Background: an optimization exercise with open tools, aiming at small area and a short achievable clock period. Do not read the settings as production practice.
Function was checked by simulation only, so behaviour that the tests miss may differ from the original.

## sprite_addr_gen
module sprite_addr_gen #(
  parameter  int N_SPRITES = 4,
  parameter  int COORD_W   = 10,
  parameter  int ADDR_W    = 20,
  parameter  int FRAME_W   = 4,
  parameter  int ANIM_DIV  = 8,
  localparam int ID_W      = (N_SPRITES > 1) ? $clog2(N_SPRITES) : 1
) (
  input  logic                           frame_Clk,
  input  logic                           Reset,
  input  logic [COORD_W-1:0]             DrawX,
  input  logic [COORD_W-1:0]             DrawY,
  input  logic                           vsync_tick,
  input  logic [N_SPRITES-1:0]           anim_enable,
  input  logic [N_SPRITES-1:0]           anim_restart,
  input  logic [N_SPRITES-1:0]           sprite_flip,
  input  logic [N_SPRITES*COORD_W-1:0]   sprite_X,
  input  logic [N_SPRITES*COORD_W-1:0]   sprite_Y,
  input  logic [N_SPRITES*COORD_W-1:0]   sprite_W,
  input  logic [N_SPRITES*COORD_W-1:0]   sprite_H,
  input  logic [N_SPRITES*ADDR_W-1:0]    base_addr,
  input  logic [N_SPRITES*FRAME_W-1:0]   frame_count,
  output logic                           sprite_on,
  output logic [ID_W-1:0]                sprite_id,
  output logic [ADDR_W-1:0]              spriteAddress,
  output logic [N_SPRITES*FRAME_W-1:0]   frame_idx
);
export LEC_CHECK = 0
export ABC_AREA = 1
export CAP_MARGIN = 20
export CORE_MARGIN = 2
export CORE_UTILIZATION = 40
export SETUP_SLACK_MARGIN = 2
export SLEW_MARGIN = 20
export TNS_END_PERCENT = 10
create_clock -name core_clock -period 12.0 [get_ports {frame_Clk}]
standard.sh (not shown) runs the stock make flow with config.mk's settings and CLKGATE_MAP_FILE= SYNTH_SCRIPT=/design/flow/synth_recipe.tcl, a recipe that flattens the netlist after the stock synthesis.
==> flow/flow/run.sh <==
#!/bin/bash
# Standard ORFS layout (the standard.sh, standard synthesis unchanged), except that the
# port buffers that placement inserts on every input and output use sky130_fd_sc_hd__buf_1
# instead of the tool's default pick (clkdlybuf4s50_1, a slow delay cell).
# Each make step's full output goes to its own log in this folder; ORFS's per-step logs stay
# under orfs/logs/.
set -euo pipefail
bash standard.sh synth > synth.log 2>&1
bash standard.sh BUFFER_PORTS_ARGS="-buffer_cell sky130_fd_sc_hd__buf_1" finish > layout.log 2>&1
The first run finished clean.
Next try:
--- a/flow/config.mk
+++ b/flow/config.mk
@@ -9 +9 @@
-export CAP_MARGIN = 20
+export CAP_MARGIN = 5
@@ -13 +13 @@
-export SLEW_MARGIN = 20
+export SLEW_MARGIN = 5
Worst setup slack gets better by 0.020 ns.
Count of clock-buffer cells in the layout is unchanged.
Fmax hardly moves.
Final cell count rises by 0.80%.
Design area rose by 1.8%.
Flip-flop and latch count stays the same.
Die area stays the same.
Via count is higher by 0.97%.
First-iteration DRC count went down by 3.7%.
Next try:
--- a/flow/config.mk
+++ b/flow/config.mk
@@ -9 +9 @@
-export CAP_MARGIN = 5
+export CAP_MARGIN = 20
@@ -11 +11 @@
-export CORE_UTILIZATION = 40
+export CORE_UTILIZATION = 47
@@ -13 +13 @@
-export SLEW_MARGIN = 5
+export SLEW_MARGIN = 20
Wire length goes up by about 5%.
Critical path depth goes up by 10.
Core utilization went up by 12 points.
Next try:
--- a/flow/config.mk
+++ b/flow/config.mk
@@ -11 +11 @@
-export CORE_UTILIZATION = 47
+export CORE_UTILIZATION = 33
- maximum frequency came out higher slightly
- flip-flop and latch count is unchanged
- clock skew is about the same
- die area came out higher by well over a third
- cell area came out lower by a few percent
- synthesized cell count stays the same
- synthesized area is unchanged
- clock-buffer cell count came out lower by 1
Next try:
==> flow/flow/run.sh (replaced) <==
#!/bin/bash
# Standard ORFS layout (the standard.sh, standard synthesis unchanged), except that:
#  - the port buffers that placement inserts on every input and output use
#    sky130_fd_sc_hd__buf_1 instead of the tool's default pick (clkdlybuf4s50_1);
#  - after global routing, ORFS's power-recovery step (repair_timing -recover_power)
#    downsizes gates off the critical paths.
# Each make step's full output goes to its own log in this folder; ORFS's per-step logs
# stay under orfs/logs/.
set -euo pipefail
bash standard.sh synth > synth.log 2>&1
bash standard.sh BUFFER_PORTS_ARGS="-buffer_cell sky130_fd_sc_hd__buf_1" RECOVER_POWER=100 finish > layout.log 2>&1
--- a/flow/config.mk
+++ b/flow/config.mk
@@ -11 +11 @@
-export CORE_UTILIZATION = 33
+export CORE_UTILIZATION = 40
Via count increases by 1.9%.
Routed wire length decreases by 0.88%.
Maximum frequency decreases by 2.9%.
Cell area decreases by 1.6%.
Cell count decreases by 3.2%.
Critical path depth decreases by 10.
Flip-flop and latch count does not change.
Die area decreases by 17%.

* * *

Starting RTL as in the previous note.
==> flow/config.mk <==
export PLATFORM = sky130hd
export DESIGN_NAME = sprite_addr_gen
export DESIGN_NICKNAME = sprite_addr_gen
export VERILOG_FILES = /design/flow/design.v
export SDC_FILE = /design/flow/constraint.sdc
export NUM_CORES = 4
export LEC_CHECK = 0
export ABC_AREA = 1
export CAP_MARGIN = 20
export CORE_MARGIN = 2
export CORE_UTILIZATION = 55
export SETUP_SLACK_MARGIN = 2
export SLEW_MARGIN = 20
==> flow/constraint.sdc <==
create_clock -name core_clock -period 12.0 [get_ports {frame_Clk}]
set_input_delay 2.4000 -clock core_clock [delete_from_list [all_inputs] [get_ports {frame_Clk}]]
set_output_delay 2.4000 -clock core_clock [all_outputs]
set_load 0.01 [all_outputs]
==> flow/flow/run.sh <==
#!/bin/bash
# Standard ORFS layout (the standard.sh, standard synthesis unchanged), except that the
# port buffers that placement inserts on every input and output use sky130_fd_sc_hd__buf_1
# instead of the tool's default pick (clkdlybuf4s50_1, a slow delay cell).
# Each make step's full output goes to its own log in this folder; ORFS's per-step logs stay
# under orfs/logs/.
set -euo pipefail
bash standard.sh synth > synth.log 2>&1
bash standard.sh BUFFER_PORTS_ARGS="-buffer_cell sky130_fd_sc_hd__buf_1" finish > layout.log 2>&1
The baseline went through all stages and came out clean.
Edit:
Settings changed: CORE_UTILIZATION 55 to 40, SETUP_SLACK_MARGIN 2 to 3, TNS_END_PERCENT set to 10.
The changed run ran to the end with no violations.
Core utilization drops by 23 points.
Sequential share of layout area climbs by 0.25 points.
Critical path depth climbs by 6.
Cell count climbs by a few percent.
Design area drops by a few percent.

==> re-timing with driven ports <==
The flow's constraints put no driver on any port. The routed layouts listed below were extracted and timed again, unchanged, in two steps.
Step 1 sets driving cells, clkbuf_16 on the clock port and buf_2 on the other inputs (assumed; they add their load-dependent delay and slew).
Step 2 times the ports against the registers' clock, not the clock port: input delays grow and output delays shrink by t, the midpoint of the rising clock arrivals with the driver on.
Slacks: ideal / step 1 / step 2; pairs: ideal / step 1.
| run | t, ns | setup WS [ns] | clock arrival spread, ns |
|---|---|---|---|
| the first run of note 1 | 0.320 | 1.206 / 1.220 / 0.901 | 0.007 / 0.007 |
| the second run of note 1 | 0.316 | 1.226 / 1.240 / 0.924 | 0.005 / 0.006 |
| the third run of note 1 | 0.325 | 0.991 / 0.963 / 0.638 | 0.007 / 0.007 |
| the fourth run of note 1 | 0.318 | 1.176 / 1.190 / 0.872 | 0.006 / 0.006 |
| the fifth run of note 1 | 0.320 | 0.849 / 0.863 / 0.544 | 0.006 / 0.007 |
| the first run of note 2 | 0.332 | 1.153 / 1.153 / 0.821 | 0.007 / 0.007 |
| the second run of note 2 | 0.320 | 1.206 / 1.220 / 0.901 | 0.007 / 0.007 |
After both steps every run listed still meets setup and hold. The setup slack of the third run of note 1, which loses most, moves by -0.028 ns with the drivers and by -0.353 ns with both steps.
